This design comes from an exercise in tuning for small area, a short achievable clock period and few clock cycles on the open sky130 flow, not from production work.
Function was checked by simulation only, so behaviour that the tests miss may differ from the original.
Power is estimated from default activity; no workload was simulated.

==> inputs of v24 <==
Design ppu_quire_acc, start of the top module:
module ppu_quire_acc (
   input  logic        clk_i,
   input  logic        rst_i,
   input  logic        in_valid_i,
   output logic        in_ready_o,
   input  logic [21:0] in_a_i,
   input  logic [21:0] in_b_i,
   input  logic        in_a_special_i,
   input  logic        in_b_special_i,
   input  logic        in_last_i,
   output logic        out_valid_o,
   input  logic        out_ready_i,
   output logic [48:0] out_meta_o,
   output logic        out_nar_o,
   output logic        out_zero_o
);
Settings: LEC_CHECK=0, CAP_MARGIN=20, CORE_MARGIN=2, CORE_UTILIZATION=62, PLACE_DENSITY=0.68, SLEW_MARGIN=20, SYNTH_HIERARCHICAL=1, SYNTH_MINIMUM_KEEP_SIZE=2500; clock period 12.0 ns.
standard.sh (not shown) runs the stock make flow with config.mk's settings and CLKGATE_MAP_FILE= SYNTH_SCRIPT=/design/flow/synth_recipe.tcl, a recipe that flattens the netlist after the stock synthesis.
==> flow/flow/run.sh <==
#!/bin/bash
# The standard layout, with two changes to how ORFS builds it:
# - sky130_fd_sc_hd__buf_4 as the buffer that buffer_ports puts on every
#   input and output port (ORFS otherwise picks a delay cell,
#   clkdlybuf4s50_1, for them);
# - clock tree synthesis without dummy loads.
# Everything else is the standard.sh: the standard synthesis and the ORFS
# flow with config.mk.
set -euo pipefail
export BUFFER_PORTS_ARGS="-buffer_cell sky130_fd_sc_hd__buf_4"
export CTS_ARGS="-sink_clustering_enable -repair_clock_nets -dont_use_dummy_load"
bash standard.sh > standard.log 2>&1
==> v21: changes against v24 <==
--- a/flow/design.v
+++ b/flow/design.v
@@ -74,59 +74,12 @@
    assign pout = p[LV][W-1];
    logic [W-1:0] t;
    assign t      = hp ^ {g[0][W-2:0], cin};
    assign ones   = &t;
    assign onesm1 = (&t[W-1:2]) & (hp[1] ^ (a[0] | b[0])) & ~t[0];
 endmodule
-module quire_adders (
-   input  logic [255:0] xin,      
-   input  logic [255:0] a,
-   input  logic         cin0,     
-   input  logic [7:0]   crin,     
-   input  logic         res,      
-   input  logic [255:0] x,        
-   input  logic [7:0]   xones,
-   input  logic [7:0]   xonesm1,
-   input  logic [6:0]   cr,
-   output logic [255:0] s,
-   output logic [7:0]   gout,
-   output logic [7:0]   pout,
-   output logic [7:0]   ones,
-   output logic [7:0]   onesm1,
-   output logic [7:0]   jsel,
-   output logic         nz0,
-   output logic         sgn
-);
-   logic [7:0] kk, cin;
-   quire_resolve u_res (
-      .x       (x),
-      .xones   (xones),
-      .xonesm1 (xonesm1),
-      .cr      (cr),
-      .kk      (kk),
-      .jsel    (jsel),
-      .nz0     (nz0),
-      .sgn     (sgn)
-   );
-   always_comb begin
-      for (int i = 0; i < 8; i++)
-         cin[i] = (i == 0) ? cin0 : (res ? kk[i] : crin[i]);
-   end
-   for (genvar i = 0; i < 8; i++) begin : g_chunk
-      pfx_add_late #(.W(32)) u_add (
-         .a      (xin[32*i +: 32]),
-         .b      (a[32*i +: 32]),
-         .cin    (cin[i]),
-         .s      (s[32*i +: 32]),
-         .gout   (gout[i]),
-         .pout   (pout[i]),
-         .ones   (ones[i]),
-         .onesm1 (onesm1[i])
-      );
-   end
-endmodule
 module quire_booth_enc (
    input  logic [13:0] b,
    output logic [6:0] one,
    output logic [6:0] two,
    output logic [6:0] neg,
    output logic        btop
@@ -532,13 +485,13 @@
    output logic        out_nar_o,
    output logic        out_zero_o
 );
    localparam int W  = 32;
    localparam int NC = 8;
    logic fire, last_fire;
-   assign fire      = in_valid_i & rdy;
+   assign fire      = in_valid_i & in_ready_o;
    assign last_fire = fire & in_last_i;
    logic        first_in;     
    logic        r0_first, r0_nfirst;
    logic        r0_valid;
    logic [13:0] r0_ma;
    logic [6:0]  r0_one, r0_two, r0_bneg, enc_one, enc_two, enc_neg;
@@ -670,54 +623,48 @@
          crin[i] = (i == 0) ? 1'b0 : (cr[i-1] & ~clr[i]);
          xin[i]  = clr[i] ? '0 : x[i];
          a[i]    = ({W{r2_lo[i]}} & wfull[W-1:0]) |
                    ({W{r2_hi[i]}} & wfull[2*W-1:W]) |
                    {W{r2_fill[i]}} |
                    {{(W-1){1'b0}}, ~nres & (i == 0 ? 1'b0 : cr[i-1])};
+         if (i == 0) cin[i] = r2_cin;
+         else        cin[i] = res ? kk[i] : crin[i];
       end
    end
    logic [255:0] q;
    logic [NC-1:0] rjsel, jsel_r, xones, xonesm1, ones_nx, onesm1_nx;
    logic          rsgn, sgn_r, rnz0, nz0_r, none_r;
    assign q = {x[7], x[6], x[5], x[4], x[3], x[2], x[1], x[0]};
-   always_ff @(posedge clk_i) begin
-      jsel_r <= rjsel;
-      nz0_r  <= rnz0;
-      sgn_r  <= rsgn;
-   end
-   assign none_r = jsel_r[0] & ~nz0_r;
-   logic [255:0] xin_f, a_f, sum_f;
-   logic [NC-1:0] cin_f, cg_f, cp_f;
-   always_comb begin
-      for (int i = 0; i < NC; i++) begin
-         xin_f[W*i +: W] = xin[i];
-         a_f[W*i +: W]   = a[i];
-         sum[i]          = sum_f[W*i +: W];
-         cg[i]           = cg_f[i];
-         cp[i]           = cp_f[i];
-      end
-   end
-   quire_adders u_adders (
-      .xin     (xin_f),
-      .a       (a_f),
-      .cin0    (r2_cin),
-      .crin    (crin),
-      .res     (res),
+   quire_resolve u_res (
       .x       (q),
       .xones   (xones),
       .xonesm1 (xonesm1),
       .cr      (cr),
-      .s       (sum_f),
-      .gout    (cg_f),
-      .pout    (cp_f),
-      .ones    (ones_nx),
-      .onesm1  (onesm1_nx),
+      .kk      (kk[NC-1:0]),
       .jsel    (rjsel),
       .nz0     (rnz0),
       .sgn     (rsgn)
    );
+   always_ff @(posedge clk_i) begin
+      jsel_r <= rjsel;
+      nz0_r  <= rnz0;
+      sgn_r  <= rsgn;
+   end
+   assign none_r = jsel_r[0] & ~nz0_r;
+   for (genvar i = 0; i < NC; i++) begin : g_chunk
+      pfx_add_late #(.W(W)) u_add (
+         .a    (xin[i]),
+         .b    (a[i]),
+         .cin  (cin[i]),
+         .s    (sum[i]),
+         .gout   (cg[i]),
+         .pout   (cp[i]),
+         .ones   (ones_nx[i]),
+         .onesm1 (onesm1_nx[i])
+      );
+   end
    always_ff @(posedge clk_i or posedge rst_i) begin
       if (rst_i) begin
          fr_a  <= 1'b1;
          fr_b  <= 1'b1;
          nfr_a <= 1'b0;
          nfr_b <= 1'b0;
@@ -792,13 +739,13 @@
       .win  (n1_win),
       .lzl  (n1_lzl),
       .sgn  (n1_s),
       .lead2 (fine_lead2),
       .nz    (fine_nz)
    );
-   assign n2_to_out = n2_valid & nov;
+   assign n2_to_out = n2_valid & ~out_valid_o;
    always_ff @(posedge clk_i) begin
       if (n1_valid) begin
          n2_lead2  <= fine_lead2;
          n2_lz     <= {n1_m, n1_lzl};
          n2_lownz  <= n1_stk | fine_nz;
          n2_s      <= n1_s;
@@ -822,40 +769,35 @@
          out_meta_r <= n2_nar ? '0 : norm_meta;
          out_nar_r  <= n2_nar;
          out_zero_r <= ~n2_nar & norm_zero;
       end
    end
    logic [2:0] committed, committed_nx, base;
-   logic       nrdy, rdy, nov;
+   logic       nrdy;
    logic       n1_valid_nx, n2_valid_nx, out_valid_nx;
    always_comb begin
       n1_valid_nx  = cap;
       n2_valid_nx  = n1_valid | (n2_valid & ~n2_to_out);
-      out_valid_nx = n2_to_out | (~nov & ~out_ready_i);
+      out_valid_nx = n2_to_out | (out_valid_o & ~out_ready_i);
       committed_nx = committed + 3'(last_fire) - 3'(n1_valid);
       base         = committed - 3'(n1_valid) + 3'(n2_valid_nx);
    end
    always_ff @(posedge clk_i or posedge rst_i) begin
       if (rst_i) begin
          committed   <= '0;
          n1_valid    <= 1'b0;
          n2_valid    <= 1'b0;
          out_valid_o <= 1'b0;
-         nov         <= 1'b1;
          nrdy        <= 1'b0;
-         rdy         <= 1'b1;
       end else begin
          committed   <= committed_nx;
          n1_valid    <= n1_valid_nx;
          n2_valid    <= n2_valid_nx;
          out_valid_o <= out_valid_nx;
-         nov         <= ~out_valid_nx;
          nrdy        <= ~(~last_fire &
                           ((base == 3'd0) | ((base == 3'd1) & ~out_valid_nx)));
-         rdy         <= ~last_fire &
-                        ((base == 3'd0) | ((base == 3'd1) & ~out_valid_nx));
       end
    end
    assign in_ready_o = ~nrdy;
    assign out_meta_o = out_meta_r;
    assign out_nar_o  = out_nar_r;
    assign out_zero_o = out_zero_r;
CORE_UTILIZATION = 70   (was 62)
PLACE_DENSITY = 0.75   (was 0.68)
SYNTH_MINIMUM_KEEP_SIZE = not set   (was 2500)
==> v23: changes against v24 <==
--- a/flow/design.v
+++ b/flow/design.v
@@ -74,59 +74,12 @@
    assign pout = p[LV][W-1];
    logic [W-1:0] t;
    assign t      = hp ^ {g[0][W-2:0], cin};
    assign ones   = &t;
    assign onesm1 = (&t[W-1:2]) & (hp[1] ^ (a[0] | b[0])) & ~t[0];
 endmodule
-module quire_adders (
-   input  logic [255:0] xin,      
-   input  logic [255:0] a,
-   input  logic         cin0,     
-   input  logic [7:0]   crin,     
-   input  logic         res,      
-   input  logic [255:0] x,        
-   input  logic [7:0]   xones,
-   input  logic [7:0]   xonesm1,
-   input  logic [6:0]   cr,
-   output logic [255:0] s,
-   output logic [7:0]   gout,
-   output logic [7:0]   pout,
-   output logic [7:0]   ones,
-   output logic [7:0]   onesm1,
-   output logic [7:0]   jsel,
-   output logic         nz0,
-   output logic         sgn
-);
-   logic [7:0] kk, cin;
-   quire_resolve u_res (
-      .x       (x),
-      .xones   (xones),
-      .xonesm1 (xonesm1),
-      .cr      (cr),
-      .kk      (kk),
-      .jsel    (jsel),
-      .nz0     (nz0),
-      .sgn     (sgn)
-   );
-   always_comb begin
-      for (int i = 0; i < 8; i++)
-         cin[i] = (i == 0) ? cin0 : (res ? kk[i] : crin[i]);
-   end
-   for (genvar i = 0; i < 8; i++) begin : g_chunk
-      pfx_add_late #(.W(32)) u_add (
-         .a      (xin[32*i +: 32]),
-         .b      (a[32*i +: 32]),
-         .cin    (cin[i]),
-         .s      (s[32*i +: 32]),
-         .gout   (gout[i]),
-         .pout   (pout[i]),
-         .ones   (ones[i]),
-         .onesm1 (onesm1[i])
-      );
-   end
-endmodule
 module quire_booth_enc (
    input  logic [13:0] b,
    output logic [6:0] one,
    output logic [6:0] two,
    output logic [6:0] neg,
    output logic        btop
@@ -670,54 +623,48 @@
          crin[i] = (i == 0) ? 1'b0 : (cr[i-1] & ~clr[i]);
          xin[i]  = clr[i] ? '0 : x[i];
          a[i]    = ({W{r2_lo[i]}} & wfull[W-1:0]) |
                    ({W{r2_hi[i]}} & wfull[2*W-1:W]) |
                    {W{r2_fill[i]}} |
                    {{(W-1){1'b0}}, ~nres & (i == 0 ? 1'b0 : cr[i-1])};
+         if (i == 0) cin[i] = r2_cin;
+         else        cin[i] = res ? kk[i] : crin[i];
       end
    end
    logic [255:0] q;
    logic [NC-1:0] rjsel, jsel_r, xones, xonesm1, ones_nx, onesm1_nx;
    logic          rsgn, sgn_r, rnz0, nz0_r, none_r;
    assign q = {x[7], x[6], x[5], x[4], x[3], x[2], x[1], x[0]};
-   always_ff @(posedge clk_i) begin
-      jsel_r <= rjsel;
-      nz0_r  <= rnz0;
-      sgn_r  <= rsgn;
-   end
-   assign none_r = jsel_r[0] & ~nz0_r;
-   logic [255:0] xin_f, a_f, sum_f;
-   logic [NC-1:0] cin_f, cg_f, cp_f;
-   always_comb begin
-      for (int i = 0; i < NC; i++) begin
-         xin_f[W*i +: W] = xin[i];
-         a_f[W*i +: W]   = a[i];
-         sum[i]          = sum_f[W*i +: W];
-         cg[i]           = cg_f[i];
-         cp[i]           = cp_f[i];
-      end
-   end
-   quire_adders u_adders (
-      .xin     (xin_f),
-      .a       (a_f),
-      .cin0    (r2_cin),
-      .crin    (crin),
-      .res     (res),
+   quire_resolve u_res (
       .x       (q),
       .xones   (xones),
       .xonesm1 (xonesm1),
       .cr      (cr),
-      .s       (sum_f),
-      .gout    (cg_f),
-      .pout    (cp_f),
-      .ones    (ones_nx),
-      .onesm1  (onesm1_nx),
+      .kk      (kk[NC-1:0]),
       .jsel    (rjsel),
       .nz0     (rnz0),
       .sgn     (rsgn)
    );
+   always_ff @(posedge clk_i) begin
+      jsel_r <= rjsel;
+      nz0_r  <= rnz0;
+      sgn_r  <= rsgn;
+   end
+   assign none_r = jsel_r[0] & ~nz0_r;
+   for (genvar i = 0; i < NC; i++) begin : g_chunk
+      pfx_add_late #(.W(W)) u_add (
+         .a    (xin[i]),
+         .b    (a[i]),
+         .cin  (cin[i]),
+         .s    (sum[i]),
+         .gout   (cg[i]),
+         .pout   (cp[i]),
+         .ones   (ones_nx[i]),
+         .onesm1 (onesm1_nx[i])
+      );
+   end
    always_ff @(posedge clk_i or posedge rst_i) begin
       if (rst_i) begin
          fr_a  <= 1'b1;
          fr_b  <= 1'b1;
          nfr_a <= 1'b0;
          nfr_b <= 1'b0;
SYNTH_MINIMUM_KEEP_SIZE = not set   (was 2500)
==> notes <==
- The lowest via count belongs to v24, the highest to v21.
- Wire length, lowest first: v24, v21, v23.
- In v21 the setup slack is higher than in v23, by 0.14 ns.
- Area after synthesis: v24 < v21 < v23.
- First-iteration DRC count: v21 > v24 > v23.
- Hold slack: v21 < v24 < v23.
- Fmax: v24 < v23 < v21.
- Final cell count, lowest first: v24, v21, v23.
- v24 went through all stages and came out clean. v23 finished with timing, DRC and antenna clean. v21 finished but fails on antenna violations.
==> figures <==
Outcome: v23 finished clean; v24 finished clean; v21 complete, but fails checks
Layout check failures: v23 -; v24 -; v21 antenna violations
Antenna diodes: v23 47; v24 14; v21 70
Wire length of the first global-routing pass: v23 337 mm; v24 315 mm; v21 342 mm
Worst r2r dst: v23 x[6][11]$_DFF_P_; v24 xones[2]$_DFF_P_; v21 x[4][11]$_DFF_P_
Die height: v23 315 um; v24 302 um; v21 297 um
Wire length after detailed routing: v23 234 mm; v24 220 mm; v21 232 mm
Cell internal power dissipation: v23 7.08 mW; v24 7.11 mW; v21 6.96 mW
Non-clock buffers, area share: v23 2.19%; v24 2.34%; v21 2.00%
Pre-Repair DR Iteration Count: v23 7; v24 10; v21 11
Detail-routed via count per cell: v23 7.05; v24 7.16; v21 7.34
Data required, critical path: v23 12.60 ns; v24 12.55 ns; v21 12.59 ns
Number of violations reported at the end of detailed-routing iteration 0: v23 7583; v24 8417; v21 8523
Destination of the critical timing path: v23 x[6][11]$_DFF_P_; v24 xones[2]$_DFF_P_; v21 x[4][11]$_DFF_P_
Average cell area after synthesis: v23 9.17 sq um; v24 9.45 sq um; v21 9.17 sq um
Fraction of area in clock buffers and inverters: v23 3.54%; v24 3.72%; v21 3.47%
Share of the clock period used by the worst path: v23 33.2%; v24 34.7%; v21 32.1%
Post-route design area: v23 63000 sq um; v24 58600 sq um; v21 62700 sq um
Met3 capacity usage during global routing: v23 17.9%; v24 18.5%; v21 23.0%
Testbench counts of v24, summed over its fixed seeds: cycles 7,194.
Testbench counts of v21, summed over its fixed seeds: cycles 7,194.
Testbench counts of v23, summed over its fixed seeds: cycles 7,194.

-- re-timing with driven ports --
The results above use ideal ports. As a check the final layouts listed here were re-extracted and re-timed, cells and wires unchanged.
Step 1 (the two cells are an assumption about what drives the block):
set clk [get_ports {clk_i}]
set_driving_cell -lib_cell sky130_fd_sc_hd__clkbuf_16 $clk
set_driving_cell -lib_cell sky130_fd_sc_hd__buf_2 [delete_from_list [all_inputs] $clk]
Step 2 also shifts input and output timing later by t, the mid clock arrival at the registers, as if the neighbouring blocks saw the same clock.
Slacks: ideal ports / drivers / drivers and shift; pairs: ideal ports / drivers.
run	t, ns	setup slack, ns	hold slack, ns	clock arrival spread, ns
v24	0.739	7.832 / 7.832 / 7.832	0.318 / 0.318 / 0.318	0.052 / 0.052
v21	0.754	8.153 / 8.153 / 8.153	0.314 / 0.314 / 0.314	0.077 / 0.077
v23	0.754	8.017 / 8.017 / 8.017	0.325 / 0.325 / 0.325	0.061 / 0.061
